Background: an optimization exercise with open tools, aiming at small area, a short achievable clock period and few clock cycles per item. Do not read the settings as production practice.
RTL that was checked went through simulation tests only; none was proved equivalent to the original.
No activity file was given, so power comes from the tool's default toggle rates.

Setup of orange:
==> flow/design.v <==
package saw_pkg;
  localparam logic [1:0] MODE_RX   = 2'd0;
  localparam logic [1:0] MODE_ENQ  = 2'd1;
  localparam logic [1:0] MODE_TICK = 2'd2;
  localparam logic [1:0] SEND_NONE = 2'd0;
  localparam logic [1:0] SEND_ATOM = 2'd1;
  localparam logic [1:0] SEND_INIT = 2'd2;
  localparam logic CFG_INIT_CHAR  = 1'b0;
  localparam logic CFG_ERROR_CHAR = 1'b1;
  localparam int WORD_W  = 64;
  localparam int COUNT_W = 9;
  localparam logic [2:0] OP_NOP     = 3'd0;
  localparam logic [2:0] OP_RX_INIT = 3'd1;
  localparam logic [2:0] OP_RX_DATA = 3'd2;
  localparam logic [2:0] OP_ENQ     = 3'd3;
  localparam logic [2:0] OP_TICK    = 3'd4;
  typedef logic [2:0] op_kind_t;
  typedef struct packed {
    op_kind_t          kind;
    logic [7:0]        rx_byte;
    logic [WORD_W-1:0] message;
  } op_t;
  typedef struct packed {
    logic [1:0]         send_kind;
    logic [WORD_W-1:0]  atom;
    logic               acked;
    logic               enqueue_accepted;
    logic [COUNT_W-1:0] queue_count;
    logic               link_ready;
  } res_t;
endpackage
module stop_and_wait_echo_ack_sender_core #(
  parameter int MSG_BYTES   = 8,
  parameter int QUEUE_DEPTH = 8
) (
  input  logic        clk,
  input  logic        rst,
  input  logic        in_valid,
  output logic        in_stall,
  input  logic [1:0]  mode,
  input  logic [7:0]  rx_byte,
  input  logic [63:0] message,
  output logic        out_valid,
  input  logic        out_stall,
  output logic [1:0]  send_kind,
  output logic [63:0] atom,
  output logic        acked,
  output logic        enqueue_accepted,
  output logic [8:0]  queue_count,
  output logic        link_ready,
  input  logic        cfg_write,
  input  logic        cfg_index,
  input  logic [7:0]  cfg_data
);
  logic [7:0] init_char;
  logic [7:0] error_char;
  always_ff @(posedge clk) begin
    if (rst) begin
      init_char  <= 8'd0;
      error_char <= 8'd0;
    end else if (cfg_write) begin
      if (cfg_index) error_char <= cfg_data;
      else           init_char  <= cfg_data;
    end
  end
  logic [63:0] q [8];        
  logic [3:0]  fill;         
  logic [8:0]  fill_oh;      
  logic        pend;         
  logic        link_up;
  logic        ack_ok;       
  logic        have_lead;    
  logic [2:0]  idx;          
  logic [7:0]  lead;         
  logic        mm;           
  logic        mme;          
  logic [1:0]  o_kind;
  logic [63:0] o_atom;
  logic        o_acked;
  logic        o_enq;
  logic [3:0] fill_up, fill_dn;
  assign fill_up = {fill_oh[7], fill_oh[6] | fill_oh[5] | fill_oh[4] | fill_oh[3],
                    fill_oh[6] | fill_oh[5] | fill_oh[2] | fill_oh[1],
                    fill_oh[6] | fill_oh[4] | fill_oh[2] | fill_oh[0]};
  assign fill_dn = {1'b0, fill_oh[8] | fill_oh[7] | fill_oh[6] | fill_oh[5],
                    fill_oh[8] | fill_oh[7] | fill_oh[4] | fill_oh[3],
                    fill_oh[8] | fill_oh[6] | fill_oh[4] | fill_oh[2]};
  logic go;
  assign in_stall = out_stall;
  assign go       = in_valid & ~out_stall;
  logic is_rx, is_init, rx_init, rx_data, is_enq, is_tick, enq_ok;
  assign is_rx   = (mode == 2'd0);
  assign is_init = (rx_byte == init_char);
  assign rx_init = is_rx & is_init;
  assign rx_data = is_rx & ~is_init & link_up;
  assign is_enq  = (mode == 2'd1);
  assign is_tick = (mode == 2'd2);
  assign enq_ok  = is_enq & ~fill_oh[8];
  logic nonempty, last, byte_ne, match, fin, send, deq;
  logic [7:0] hbyte;
  assign nonempty  = ~fill_oh[0];
  assign last      = have_lead & (idx == 3'd7);
  assign hbyte     = q[0][8*idx +: 8];
  assign byte_ne   = (rx_byte != hbyte);
  assign match     = nonempty & (lead != error_char) & ~mm & ~mme & (rx_byte == q[0][63:56]);
  assign fin       = rx_data & last;
  assign send      = fin ? (match ? ~(fill_oh[0] | fill_oh[1]) : nonempty)
                         : (is_tick & link_up & ack_ok & nonempty);
  assign deq       = go & fin & match;
  logic       shift;
  logic [7:0] tail;          
  logic [7:0] ld;
  logic [7:0] hold;
  logic [6:0] st;            
  assign shift   = pend & ~(go & is_enq & ~fill_oh[7]);
  assign tail[0] = ~pend & fill_oh[0];
  for (genvar i = 1; i < 7; i++) begin : g_tail
    assign tail[i] = pend ? fill_oh[i-1] : fill_oh[i];
  end
  assign tail[7] = pend ? (fill_oh[6] | fill_oh[7]) : fill_oh[7];
  for (genvar i = 0; i < 8; i++) begin : g_ld
    assign ld[i] = go & is_enq & tail[i];
  end
  for (genvar i = 0; i < 7; i++) begin : g_hold
    assign hold[i] = ~(shift | ld[i]);
  end
  assign hold[7] = ~ld[7];
  for (genvar k = 0; k < 7; k++) begin : g_st
    assign st[k] = go & rx_data & have_lead & fill_oh[0] & (idx == 3'(k));
  end
  logic [6:0] lane_ne;
  logic       mm_enq;
  for (genvar k = 0; k < 7; k++) begin : g_lane
    assign lane_ne[k] = (message[8*k +: 8] != q[7][8*k +: 8]) & (3'(k) < idx);
  end
  assign mm_enq = |lane_ne;
  for (genvar i = 0; i < 7; i++) begin : g_q
    always_ff @(posedge clk) begin
      q[i] <= ({64{shift}} & q[i+1]) | ({64{ld[i]}} & message) | ({64{hold[i]}} & q[i]);
    end
  end
  for (genvar k = 0; k < 8; k++) begin : g_q7
    if (k < 7) begin : g_st_lane
      always_ff @(posedge clk) begin
        q[7][8*k +: 8] <= ({8{ld[7]}} & message[8*k +: 8]) | ({8{st[k]}} & rx_byte)
                        | ({8{hold[7] & ~st[k]}} & q[7][8*k +: 8]);
      end
    end else begin : g_plain_lane
      always_ff @(posedge clk) begin
        q[7][8*k +: 8] <= ({8{ld[7]}} & message[8*k +: 8]) | ({8{hold[7]}} & q[7][8*k +: 8]);
      end
    end
  end
  logic sel0, sel1, show;
  assign show = go ? send : o_kind[0];
  assign sel1 = show & ((go & deq) | pend);
  assign sel0 = show & ~((go & deq) | pend);
  always_ff @(posedge clk) begin
    o_atom <= ({64{sel0}} & q[0]) | ({64{sel1}} & q[1]);
  end
  always_ff @(posedge clk) begin
    if (go & rx_data & ~have_lead) begin
      lead <= rx_byte;
    end
    if (go & rx_data) begin
      if (~have_lead) mm <= 1'b0;
      else            mm <= mm | (nonempty & byte_ne);
    end
    if (go & rx_data & ~have_lead) begin
      mme <= 1'b0;
    end else if (go & is_enq & fill_oh[0]) begin
      mme <= mm_enq;
    end
    if (go) begin
      o_kind  <= rx_init ? 2'd2 : send ? 2'd1 : 2'd0;
      o_acked <= fin & match;
      o_enq   <= enq_ok;
    end
  end
  always_ff @(posedge clk) begin
    if (rst) begin
      fill      <= 4'd0;
      fill_oh   <= 9'd1;
      pend      <= 1'b0;
      link_up   <= 1'b0;
      ack_ok    <= 1'b0;
      have_lead <= 1'b0;
      idx       <= 3'd0;
      out_valid <= 1'b0;
    end else begin
      pend <= deq | (pend & ~shift);
      if (go) begin
        out_valid <= 1'b1;
      end else if (~out_stall) begin
        out_valid <= 1'b0;
      end
      if (deq) begin
        fill    <= fill_dn;
        fill_oh <= fill_oh >> 1;
      end else if (go & enq_ok) begin
        fill    <= fill_up;
        fill_oh <= fill_oh << 1;
      end
      if (go & rx_init) begin
        link_up <= 1'b1;
        if (~link_up) ack_ok <= 1'b1;
      end else if (go & fin) begin
        if (send)        ack_ok <= 1'b0;
        else if (match)  ack_ok <= 1'b1;
      end else if (go & send) begin
        ack_ok <= 1'b0;
      end
      if (go & rx_data) begin
        have_lead <= ~last;
        if (have_lead) idx <= idx + 3'd1;
      end
    end
  end
  assign send_kind        = o_kind;
  assign atom             = o_atom;
  assign acked            = o_acked;
  assign enqueue_accepted = o_enq;
  assign queue_count      = {5'd0, fill};
  assign link_ready       = link_up;
endmodule
==> flow/config.mk <==
export PLATFORM = sky130hd
export DESIGN_NAME = stop_and_wait_echo_ack_sender_core
export DESIGN_NICKNAME = stop_and_wait_echo_ack_sender_core
export VERILOG_FILES = /design/flow/design.v
export SDC_FILE = /design/flow/constraint.sdc
export NUM_CORES = 4
export LEC_CHECK = 0
export CAP_MARGIN = 20
export CORE_MARGIN = 2
export CORE_UTILIZATION = 50
export CTS_CLUSTER_DIAMETER = 100
export CTS_CLUSTER_SIZE = 26
export SETUP_SLACK_MARGIN = 2.6
export SLEW_MARGIN = 50
==> flow/constraint.sdc <==
create_clock -name core_clock -period 5.0 [get_ports {clk}]
set_input_delay 1.0000 -clock core_clock [delete_from_list [all_inputs] [get_ports {clk}]]
set_output_delay 1.0000 -clock core_clock [all_outputs]
set_load 0.01 [all_outputs]
standard.sh (not shown) runs the stock make flow with config.mk's settings and CLKGATE_MAP_FILE= SYNTH_SCRIPT=/design/flow/synth_recipe.tcl, a recipe that flattens the netlist after the stock synthesis.
==> flow/flow/run.sh <==
#!/bin/bash
# Standard layout, except that the delay cells (clkdlybuf4s*, dlygate*, dlymetal*)
# are don't-use after synthesis, so port buffers, repair and hold fixing use
# plain buffers. Synthesis is the standard one, unchanged.
set -euo pipefail
cd "$(dirname "$0")/.."
bash standard.sh synth > synth.log 2>&1
DU=$(make -s -C "$FLOW_HOME" DESIGN_CONFIG="$PWD/config.mk" WORK_HOME="$PWD/orfs" print-DONT_USE_CELLS 2>/dev/null | sed -n 's/^DONT_USE_CELLS: //p')
EXTRA=""
for c in clkdlybuf4s15_1 clkdlybuf4s15_2 clkdlybuf4s18_1 clkdlybuf4s18_2 clkdlybuf4s25_1 clkdlybuf4s25_2 \
         clkdlybuf4s50_1 clkdlybuf4s50_2 dlygate4sd1_1 dlygate4sd2_1 dlygate4sd3_1 \
         dlymetal6s2s_1 dlymetal6s4s_1 dlymetal6s6s_1; do
  EXTRA="$EXTRA sky130_fd_sc_hd__$c"
done
bash standard.sh "DONT_USE_CELLS=$DU$EXTRA" finish > layout.log 2>&1
What green does differently from orange at the input level:
--- a/flow/design.v
+++ b/flow/design.v
@@ -73,7 +73,6 @@
   logic [2:0]  idx;          
   logic [7:0]  lead;         
   logic        mm;           
-  logic        mme;          
   logic [1:0]  o_kind;
   logic [63:0] o_atom;
   logic        o_acked;
@@ -102,7 +101,7 @@
   assign last      = have_lead & (idx == 3'd7);
   assign hbyte     = q[0][8*idx +: 8];
   assign byte_ne   = (rx_byte != hbyte);
-  assign match     = nonempty & (lead != error_char) & ~mm & ~mme & (rx_byte == q[0][63:56]);
+  assign match     = nonempty & (lead != error_char) & ~mm & (rx_byte == q[0][63:56]);
   assign fin       = rx_data & last;
   assign send      = fin ? (match ? ~(fill_oh[0] | fill_oh[1]) : nonempty)
                          : (is_tick & link_up & ack_ok & nonempty);
@@ -165,11 +164,8 @@
     if (go & rx_data) begin
       if (~have_lead) mm <= 1'b0;
       else            mm <= mm | (nonempty & byte_ne);
-    end
-    if (go & rx_data & ~have_lead) begin
-      mme <= 1'b0;
     end else if (go & is_enq & fill_oh[0]) begin
-      mme <= mm_enq;
+      mm <= mm_enq;
     end
     if (go) begin
       o_kind  <= rx_init ? 2'd2 : send ? 2'd1 : 2'd0;
- Core utilization (green over orange): decrease, 0.66 points
- Compared with orange, in green total number of cells along the worst setup path decreased 1, non-clock inverter count in the final layout increased 1, non-clock buffer count decreased 3.1%, global router's overall resource usage decreased 0.80 points.
- Taking orange as the reference, in green final worst setup slack saw an increase, fmax saw an increase, critical path's largest stage delay saw an increase, sequential share of layout area saw an increase.
- The higher share of power burned in the clock network came out of orange.
No run of this note included a check of the RTL's function; only the layout flow was run.

* * *

// stop_and_wait_echo_ack_sender_core: RTL as listed in full above, without the edits since
export LEC_CHECK = 0
export CAP_MARGIN = 20
export CORE_MARGIN = 2
export CORE_UTILIZATION = 50
export CTS_CLUSTER_DIAMETER = 100
export CTS_CLUSTER_SIZE = 26
export SETUP_SLACK_MARGIN = 2.68
export SLEW_MARGIN = 50
create_clock -name core_clock -period 5.0 [get_ports {clk}]
Scripts as last shown in full above: flow/flow/run.sh
The first run produced a clean layout.
Edit:
--- a/flow/design.v
+++ b/flow/design.v
@@ -70,13 +70,14 @@
   logic        link_up;
   logic        ack_ok;       
   logic        have_lead;    
   logic [2:0]  idx;          
   logic [7:0]  lead;         
   logic        mm;           
-  logic        mme;          
+  logic        chk;          
+  logic        mmx;          
   logic [1:0]  o_kind;
   logic [63:0] o_atom;
   logic        o_acked;
   logic        o_enq;
   logic [3:0] fill_up, fill_dn;
   assign fill_up = {fill_oh[7], fill_oh[6] | fill_oh[5] | fill_oh[4] | fill_oh[3],
@@ -99,13 +100,13 @@
   logic nonempty, last, byte_ne, match, fin, send, deq;
   logic [7:0] hbyte;
   assign nonempty  = ~fill_oh[0];
   assign last      = have_lead & (idx == 3'd7);
   assign hbyte     = q[0][8*idx +: 8];
   assign byte_ne   = (rx_byte != hbyte);
-  assign match     = nonempty & (lead != error_char) & ~mm & ~mme & (rx_byte == q[0][63:56]);
+  assign match     = nonempty & (lead != error_char) & ~mmx & (rx_byte == q[0][63:56]);
   assign fin       = rx_data & last;
   assign send      = fin ? (match ? ~(fill_oh[0] | fill_oh[1]) : nonempty)
                          : (is_tick & link_up & ack_ok & nonempty);
   assign deq       = go & fin & match;
   logic       shift;
   logic [7:0] tail;          
@@ -126,17 +127,16 @@
   end
   assign hold[7] = ~ld[7];
   for (genvar k = 0; k < 7; k++) begin : g_st
     assign st[k] = go & rx_data & have_lead & fill_oh[0] & (idx == 3'(k));
   end
   logic [6:0] lane_ne;
-  logic       mm_enq;
   for (genvar k = 0; k < 7; k++) begin : g_lane
-    assign lane_ne[k] = (message[8*k +: 8] != q[7][8*k +: 8]) & (3'(k) < idx);
-  end
-  assign mm_enq = |lane_ne;
+    assign lane_ne[k] = (q[0][8*k +: 8] != q[7][8*k +: 8]) & (3'(k) < idx);
+  end
+  assign mmx = mm | (chk & (|lane_ne));
   for (genvar i = 0; i < 7; i++) begin : g_q
     always_ff @(posedge clk) begin
       q[i] <= ({64{shift}} & q[i+1]) | ({64{ld[i]}} & message) | ({64{hold[i]}} & q[i]);
     end
   end
   for (genvar k = 0; k < 8; k++) begin : g_q7
@@ -159,39 +159,37 @@
     o_atom <= ({64{sel0}} & q[0]) | ({64{sel1}} & q[1]);
   end
   always_ff @(posedge clk) begin
     if (go & rx_data & ~have_lead) begin
       lead <= rx_byte;
     end
-    if (go & rx_data) begin
-      if (~have_lead) mm <= 1'b0;
-      else            mm <= mm | (nonempty & byte_ne);
-    end
     if (go & rx_data & ~have_lead) begin
-      mme <= 1'b0;
-    end else if (go & is_enq & fill_oh[0]) begin
-      mme <= mm_enq;
+      mm <= 1'b0;
+    end else begin
+      mm <= mmx | (go & rx_data & nonempty & byte_ne);
     end
     if (go) begin
       o_kind  <= rx_init ? 2'd2 : send ? 2'd1 : 2'd0;
       o_acked <= fin & match;
       o_enq   <= enq_ok;
     end
   end
   always_ff @(posedge clk) begin
     if (rst) begin
       fill      <= 4'd0;
       fill_oh   <= 9'd1;
       pend      <= 1'b0;
+      chk       <= 1'b0;
       link_up   <= 1'b0;
       ack_ok    <= 1'b0;
       have_lead <= 1'b0;
       idx       <= 3'd0;
       out_valid <= 1'b0;
     end else begin
       pend <= deq | (pend & ~shift);
+      chk  <= go & is_enq & fill_oh[0] & have_lead;
       if (go) begin
         out_valid <= 1'b1;
       end else if (~out_stall) begin
         out_valid <= 1'b0;
       end
       if (deq) begin
What happened: Hold slack gains 0.0083 ns; area after synthesis barely changes; die area is about the same; wire length is lower by 1.0%; via count is higher by 1.2%; worst setup slack loses 0.42 ns; core utilization is higher by 0.69 points; register-to-register slack loses 0.46 ns; total power is higher by 2.0%; fmax is lower by 15%.
No functional check of the RTL was part of any run of this note.

* * *

Another version of the RTL of stop_and_wait_echo_ack_sender_core (not shown whole).
Size in the first run: ~3000 cells after synthesis, ~640 flip-flops, roughly 0.026 mm^2 of cells after synthesis.
==> module stop_and_wait_echo_ack_sender_core, before the edit <==
module stop_and_wait_echo_ack_sender_core #(
  parameter int MSG_BYTES   = 8,
  parameter int QUEUE_DEPTH = 8
) (
  input  logic        clk,
  input  logic        rst,
  input  logic        in_valid,
  output logic        in_stall,
  input  logic [1:0]  mode,
  input  logic [7:0]  rx_byte,
  input  logic [63:0] message,
  output logic        out_valid,
  input  logic        out_stall,
  output logic [1:0]  send_kind,
  output logic [63:0] atom,
  output logic        acked,
  output logic        enqueue_accepted,
  output logic [8:0]  queue_count,
  output logic        link_ready,
  input  logic        cfg_write,
  input  logic        cfg_index,
  input  logic [7:0]  cfg_data
);
  logic [7:0] init_char;
  logic [7:0] error_char;
  always_ff @(posedge clk) begin
    if (rst) begin
      init_char  <= 8'd0;
      error_char <= 8'd0;
    end else if (cfg_write) begin
      if (cfg_index) error_char <= cfg_data;
      else           init_char  <= cfg_data;
    end
  end
  logic [63:0] q [8];        
  logic [8:0]  fill_oh;      
  logic        pend;         
  logic        link_up;
  logic        ack_ok;       
  logic        have_lead;    
  logic [2:0]  idx;          
  logic [7:0]  lead;         
  logic        mm;           
  logic        mme;          
  logic        a_v;
  logic [1:0]  a_kind;
  logic        a_acked;
  logic        a_enq;
  logic        a_h0;         
  logic        a_h1;         
  logic [1:0]  o_kind;
  logic [63:0] o_atom;
  logic        o_acked;
  logic        o_enq;
  logic [3:0]  o_count;
  logic        o_link;
  logic go, b_adv;
  assign in_stall = out_stall;
  assign go       = in_valid & ~out_stall;
  assign b_adv    = ~(out_valid & out_stall);
  logic is_rx, is_init, rx_init, rx_data, is_enq, is_tick, enq_ok;
  assign is_rx   = (mode == 2'd0);
  assign is_init = (rx_byte == init_char);
  assign rx_init = is_rx & is_init;
  assign rx_data = is_rx & ~is_init & link_up;
  assign is_enq  = (mode == 2'd1);
  assign is_tick = (mode == 2'd2);
  assign enq_ok  = is_enq & ~fill_oh[8];
  logic nonempty, last, byte_ne, match, fin, send, deq;
  logic [7:0] hbyte;
  assign nonempty  = ~fill_oh[0];
  assign last      = have_lead & (idx == 3'd7);
  assign hbyte     = q[0][8*idx +: 8];
  assign byte_ne   = (rx_byte != hbyte);
  assign match     = nonempty & (lead != error_char) & ~mm & ~mme & (rx_byte == q[0][63:56]);
  assign fin       = rx_data & last;
  assign send      = fin ? (match ? ~(fill_oh[0] | fill_oh[1]) : nonempty)
                         : (is_tick & link_up & ack_ok & nonempty);
  assign deq       = go & fin & match;
  logic       shift;
  logic       pend_next;
  logic [7:0] tail;          
  logic [7:0] ld;
  logic [7:0] hold;
  logic [6:0] st;            
  assign shift     = pend & ~(go & is_enq & ~fill_oh[7]);
  assign pend_next = deq | (pend & ~shift);
  assign tail[0]   = ~pend & fill_oh[0];
  for (genvar i = 1; i < 7; i++) begin : g_tail
    assign tail[i] = pend ? fill_oh[i-1] : fill_oh[i];
  end
  assign tail[7] = pend ? (fill_oh[6] | fill_oh[7]) : fill_oh[7];
  for (genvar i = 0; i < 8; i++) begin : g_ld
    assign ld[i] = go & is_enq & tail[i];
  end
  for (genvar i = 0; i < 7; i++) begin : g_hold
    assign hold[i] = ~(shift | ld[i]);
  end
  assign hold[7] = ~ld[7];
  for (genvar k = 0; k < 7; k++) begin : g_st
    assign st[k] = fill_oh[0] & (idx == 3'(k));
  end
  logic [6:0] lane_ne;
  logic       mm_enq;
  for (genvar k = 0; k < 7; k++) begin : g_lane
    assign lane_ne[k] = (message[8*k +: 8] != q[7][8*k +: 8]) & (3'(k) < idx);
  end
  assign mm_enq = |lane_ne;
  for (genvar i = 0; i < 7; i++) begin : g_q
    always_ff @(posedge clk) begin
      q[i] <= ({64{shift}} & q[i+1]) | ({64{ld[i]}} & message) | ({64{hold[i]}} & q[i]);
    end
  end
  for (genvar k = 0; k < 8; k++) begin : g_q7
    if (k < 7) begin : g_st_lane
      always_ff @(posedge clk) begin
        q[7][8*k +: 8] <= ({8{ld[7]}} & message[8*k +: 8]) | ({8{st[k]}} & rx_byte)
                        | ({8{hold[7] & ~st[k]}} & q[7][8*k +: 8]);
      end
    end else begin : g_plain_lane
      always_ff @(posedge clk) begin
        q[7][8*k +: 8] <= ({8{ld[7]}} & message[8*k +: 8]) | ({8{hold[7]}} & q[7][8*k +: 8]);
      end
    end
  end
  always_ff @(posedge clk) begin
    if (go & rx_data & ~have_lead) begin
      lead <= rx_byte;
    end
    if (go & rx_data) begin
      if (~have_lead) mm <= 1'b0;
      else            mm <= mm | (nonempty & byte_ne);
    end
    if (go & rx_data & ~have_lead) begin
      mme <= 1'b0;
    end else if (go & is_enq & fill_oh[0]) begin
      mme <= mm_enq;
    end
  end
  always_ff @(posedge clk) begin
    if (rst) begin
      fill_oh   <= 9'd1;
      pend      <= 1'b0;
      link_up   <= 1'b0;
      ack_ok    <= 1'b0;
      have_lead <= 1'b0;
      idx       <= 3'd0;
    end else begin
      pend <= pend_next;
      if (deq) begin
        fill_oh <= fill_oh >> 1;
      end else if (go & enq_ok) begin
        fill_oh <= fill_oh << 1;
      end
      if (go & rx_init) begin
        link_up <= 1'b1;
        if (~link_up) ack_ok <= 1'b1;
      end else if (go & fin) begin
        if (send)        ack_ok <= 1'b0;
        else if (match)  ack_ok <= 1'b1;
      end else if (go & send) begin
        ack_ok <= 1'b0;
      end
      if (go & rx_data) begin
        have_lead <= ~last;
        if (have_lead) idx <= idx + 3'd1;
      end
    end
  end
  logic a_show;
  assign a_show = go ? send : (a_h0 | a_h1);
  always_ff @(posedge clk) begin
    if (rst) begin
      a_v <= 1'b0;
    end else if (go) begin
      a_v <= 1'b1;
    end else if (b_adv) begin
      a_v <= 1'b0;
    end
    if (go) begin
      a_kind  <= rx_init ? 2'd2 : send ? 2'd1 : 2'd0;
      a_acked <= fin & match;
      a_enq   <= enq_ok;
    end
    a_h0 <= a_show & ~pend_next;
    a_h1 <= a_show & pend_next;
  end
  logic [3:0] count;
  assign count = {fill_oh[8],
                  fill_oh[7] | fill_oh[6] | fill_oh[5] | fill_oh[4],
                  fill_oh[7] | fill_oh[6] | fill_oh[3] | fill_oh[2],
                  fill_oh[7] | fill_oh[5] | fill_oh[3] | fill_oh[1]};
  always_ff @(posedge clk) begin
    if (rst) begin
      out_valid <= 1'b0;
    end else if (b_adv) begin
      out_valid <= a_v;
    end
    if (b_adv) begin
      o_kind  <= a_kind;
      o_acked <= a_acked;
      o_enq   <= a_enq;
      o_count <= count;
      o_link  <= link_up;
    end
    o_atom <= ({64{b_adv & a_h0}} & q[0]) | ({64{b_adv & a_h1}} & q[1])
            | ({64{~b_adv}} & o_atom);
  end
  assign send_kind        = o_kind;
  assign atom             = o_atom;
  assign acked            = o_acked;
  assign enqueue_accepted = o_enq;
  assign queue_count      = {5'd0, o_count};
  assign link_ready       = o_link;
endmodule
export LEC_CHECK = 0
export CAP_MARGIN = 20
export CORE_MARGIN = 2
export CORE_UTILIZATION = 50
export CTS_CLUSTER_DIAMETER = 100
export CTS_CLUSTER_SIZE = 26
export SETUP_SLACK_MARGIN = 2.6
export SLEW_MARGIN = 50
create_clock -name core_clock -period 5.0 [get_ports {clk}]
Scripts as last shown in full above: flow/flow/run.sh
Testbench counts at the start, summed over its fixed seeds: cycles 5,819, items 5,795.
==> next run, changes <==
--- a/flow/design.v
+++ b/flow/design.v
@@ -128,9 +128,9 @@
     assign hold[i] = ~(shift | ld[i]);
   end
   assign hold[7] = ~ld[7];
   for (genvar k = 0; k < 7; k++) begin : g_st
-    assign st[k] = fill_oh[0] & (idx == 3'(k));
+    assign st[k] = go & rx_data & have_lead & fill_oh[0] & (idx == 3'(k));
   end
   logic [6:0] lane_ne;
   logic       mm_enq;
   for (genvar k = 0; k < 7; k++) begin : g_lane
After rerunning: The new run produced a clean layout. Final area grows by 2.4%. Power stays flat. Cell count shrinks by 0.60%. Critical path depth shrinks by 1. Via count barely changes. Core utilization grows by 0.93 points. Synthesized cell count shrinks by 0.91%. Setup slack is worse by 0.061 ns. Synthesized area grows by 1.3%. Routed wire length grows by 2.7%.
Only the layout flow was run in the second run of this note; the RTL was not checked for function there.

==> re-timing with driven ports <==
Ports are ideal in the flow. The routed layouts listed here were re-timed in OpenROAD.
Step 1 (the two cells are an assumption about what drives the block):
set clk [get_ports {clk}]
set_driving_cell -lib_cell sky130_fd_sc_hd__clkbuf_16 $clk
set_driving_cell -lib_cell sky130_fd_sc_hd__buf_2 [delete_from_list [all_inputs] $clk]
Step 2 times the ports against the registers' clock, not the clock port: input delays grow and output delays shrink by t, the midpoint of the rising clock arrivals with the driver on.
Slacks: ideal / step 1 / step 2; pairs: ideal / step 1.
run | t, ns | setup WS [ns] | hold WS [ns] | worst setup path at the end | worst slew at a driven data input, ns
orange | 0.675 | 2.473 / 2.473 / 1.833 | 0.446 / 0.446 / 0.446 | input to register | 0.12
green | 0.666 | 2.518 / 2.539 / 1.873 | 0.445 / 0.445 / 0.445 | input to register | 0.07
the first run of note 2 | 0.678 | 2.585 / 2.607 / 1.928 | 0.445 / 0.445 / 0.445 | input to register | 0.10
the second run of note 2 | 0.672 | 2.167 / 2.167 / 1.720 | 0.453 / 0.453 / 0.453 | input to register | 0.09
the first run of note 3 | 0.669 | 2.581 / 2.619 / 1.950 | 0.431 / 0.431 / 0.431 | input to register | 0.11
the second run of note 3 | 0.669 | 2.520 / 2.546 / 1.877 | 0.429 / 0.429 / 0.429 | input to register | 0.14
After both steps setup and hold are still met in every run listed. For the first run of note 2, which loses most, drivers alone change the setup slack by +0.022 ns; drivers and shift together by -0.657 ns.
